This is an optimization exercise on Yosys and OpenROAD, whose aim is small area, not a production implementation. In this exercise RTL edits were held to simulation tests only and were not proved equivalent to the original. No activity file was given, so power comes from the tool's default toggle rates.

Setup of the previous run:
==> module tpic_readback, before the edit <==
module tpic_readback #(
    parameter int WIDTH   = 432,
    parameter int CLK_DIV = 2
) (
    input  logic             clk_i,
    input  logic             reset_n_i,
    input  logic             start_i,
    input  logic [WIDTH-1:0] data_i,
    input  logic             tpic_miso_i,
    output logic             sclk_o,
    output logic             sout_o,
    output logic             rck_o,
    output logic             busy_o,
    output logic             done_o,
    output logic [WIDTH-1:0] readback_o,
    output logic             mismatch_o,
    output logic [15:0]      error_count_o
);
    localparam int BW = (WIDTH > 1) ? $clog2(WIDTH) : 1;
    localparam int EW = $clog2(WIDTH + 1);
    localparam logic [BW-1:0] LAST_BIT = BW'(WIDTH - 1);
    logic             busy_q;      
    logic             ld_q;        
    logic             fin_q;       
    logic             done_q;
    logic             seen_q;      
    logic             ph0_q, ph1_q;
    logic [BW-1:0]    bitCnt_q;    
    logic             cap_q;       
    logic             msb;         
    logic [EW-1:0]    errCount;
    wire ld   = ~busy_q & start_i;              
    wire run  = busy_q & ~ld_q & ~fin_q;        
    wire capt = ph0_q & ~ph1_q;                 
    wire sh   = ph1_q & ~ph0_q;                 
    wire last = sh & ((bitCnt_q & LAST_BIT) == LAST_BIT);
    always_ff @(posedge clk_i or negedge reset_n_i) begin
        if (!reset_n_i) begin
            busy_q <= 1'b0;
            fin_q  <= 1'b0;
            done_q <= 1'b0;
            seen_q <= 1'b0;
            ph0_q  <= 1'b0;
            ph1_q  <= 1'b0;
        end else begin
            busy_q <= ld | (busy_q & ~fin_q);
            fin_q  <= last;
            done_q <= fin_q;
            seen_q <= seen_q | ld;
            ph0_q  <= run & ~ph1_q;
            ph1_q  <= run & ph0_q;
        end
    end
    always_ff @(posedge clk_i) begin
        ld_q  <= ld;
        if (ld_q)
            bitCnt_q <= '0;
        else if (sh)
            bitCnt_q <= bitCnt_q + BW'(1);
        if (capt)
            cap_q <= tpic_miso_i;
    end
    tpic_readback_image #(
        .WIDTH (WIDTH)
    ) u_image (
        .clk_i       (clk_i),
        .reset_n_i   (reset_n_i),
        .data_i      (data_i),
        .ld_i        (ld),
        .nsh_i       (~sh),
        .nhd_i       (ld | sh),
        .cap_i       (cap_q),
        .seen_i      (seen_q),
        .clr_i       (ld_q),
        .capt_i      (capt),
        .miso_i      (tpic_miso_i),
        .msb_o       (msb),
        .rb_o        (readback_o),
        .errCount_o  (errCount)
    );
    assign sclk_o        = ph1_q;
    assign sout_o        = busy_q & ~fin_q & msb;
    assign rck_o         = 1'b0;
    assign busy_o        = busy_q;
    assign done_o        = done_q;
    assign mismatch_o    = |errCount;
    assign error_count_o = 16'(errCount);
endmodule
clock: 10.0 ns
lec_check: 0
abc_area: 1
cap_margin: 20
core_area: 2 2 368 88
cts_buf_list: sky130_fd_sc_hd__clkbuf_8
cts_cluster_diameter: 60
cts_cluster_size: 16
die_area: 0 0 370 90
slew_margin: 20
synth_hierarchical: 1
synth_minimum_keep_size: 0
standard.sh (not shown) runs the stock make flow with config.mk's settings and CLKGATE_MAP_FILE= SYNTH_SCRIPT=/design/flow/synth_recipe.tcl, a recipe that flattens the netlist after the stock synthesis.
==> flow/flow/run.sh <==
#!/bin/bash
# The standard layout with two changes:
# - the port buffers are the platform's smallest buffer (buf_1) rather than
#   the one buffer_ports picks by default;
# - CTS inserts no dummy loads (same clustering settings as config.mk).
set -euo pipefail
CTS='-sink_clustering_enable -repair_clock_nets -dont_use_dummy_load -buf_list sky130_fd_sc_hd__clkbuf_8 -sink_clustering_size 16 -sink_clustering_max_diameter 60'
bash standard.sh 'BUFFER_PORTS_ARGS=-buffer_cell sky130_fd_sc_hd__buf_1' "CTS_ARGS=$CTS" finish > standard.log 2>&1
The previous run went all the way through synthesis, placement and routing and the layout is clean on timing, DRC and antenna.
## Diff of input files: the current run against the previous run
--- a/flow/design.v
+++ b/flow/design.v
@@ -37,25 +37,24 @@
     always_ff @(posedge clk_i or negedge reset_n_i) begin
         if (!reset_n_i) begin
             busy_q <= 1'b0;
             fin_q  <= 1'b0;
             done_q <= 1'b0;
             seen_q <= 1'b0;
-            ph0_q  <= 1'b0;
             ph1_q  <= 1'b0;
         end else begin
             busy_q <= ld | (busy_q & ~fin_q);
             fin_q  <= last;
             done_q <= fin_q;
             seen_q <= seen_q | ld;
-            ph0_q  <= run & ~ph1_q;
             ph1_q  <= run & ph0_q;
         end
     end
     always_ff @(posedge clk_i) begin
         ld_q  <= ld;
+        ph0_q <= run & ~ph1_q;
         if (ld_q)
             bitCnt_q <= '0;
         else if (sh)
             bitCnt_q <= bitCnt_q + BW'(1);
         if (capt)
             cap_q <= tpic_miso_i;
Notes after the runs:
Post-route minimum period (higher): the current run
Delta (the current run minus the previous run): pin slew with the least headroom to its limit shows a reduction of 0.13 ns, total power shows an increase of about 10%, part of the Yosys area used for sequential elements shows no meaningful change, upper clock frequency limit shows a reduction of 0.38%.
Changes observed in the current run relative to the previous run: static power due to leakage comparable; share of cell area taken by flip-flops and latches held steady; worst setup slack moved down; final non-filler cell total roughly the same.
Non-clock buffer count essentially unchanged between the current run and the previous run.
Between the current run and the previous run, the combinational group share of total power is higher for the current run.
Relative area change from synthesis to final layout essentially unchanged between the current run and the previous run.
The ratio of cells with drive above 1 in the final layout was comparable across the current run and the previous run.

[re-timing with driven ports]
In the flow no input, the clock included, has a driving cell. The finished layouts below were timed again as built, in two steps. Step 1 (the two cells are an assumption about what drives the block):
set clk [get_ports {clk_i}]
set_driving_cell -lib_cell sky130_fd_sc_hd__clkbuf_16 $clk
set_driving_cell -lib_cell sky130_fd_sc_hd__buf_2 [delete_from_list [all_inputs] $clk]
Step 2 moves the port delays by t, midway between the first and last clock arrival at a register: inputs arrive t later, outputs are due t later. That takes back most of the time a late clock gives input paths. Three values: ideal, step 1, step 2; two values: the first two.
run | t (ns) | slack for setup (ns) | latest minus earliest clock arrival (ns) | worst register clock-pin slew, ns
the previous run | 0.625 | 5.024 / 4.967 / 4.797 | 0.034 / 0.034 | 0.12 / 0.12
the current run | 0.631 | 5.005 / 4.947 / 4.898 | 0.039 / 0.040 | 0.12 / 0.12
After both steps every run listed still meets setup and hold. For the previous run, which loses most, drivers alone change the setup slack by -0.057 ns; drivers and shift together by -0.227 ns.
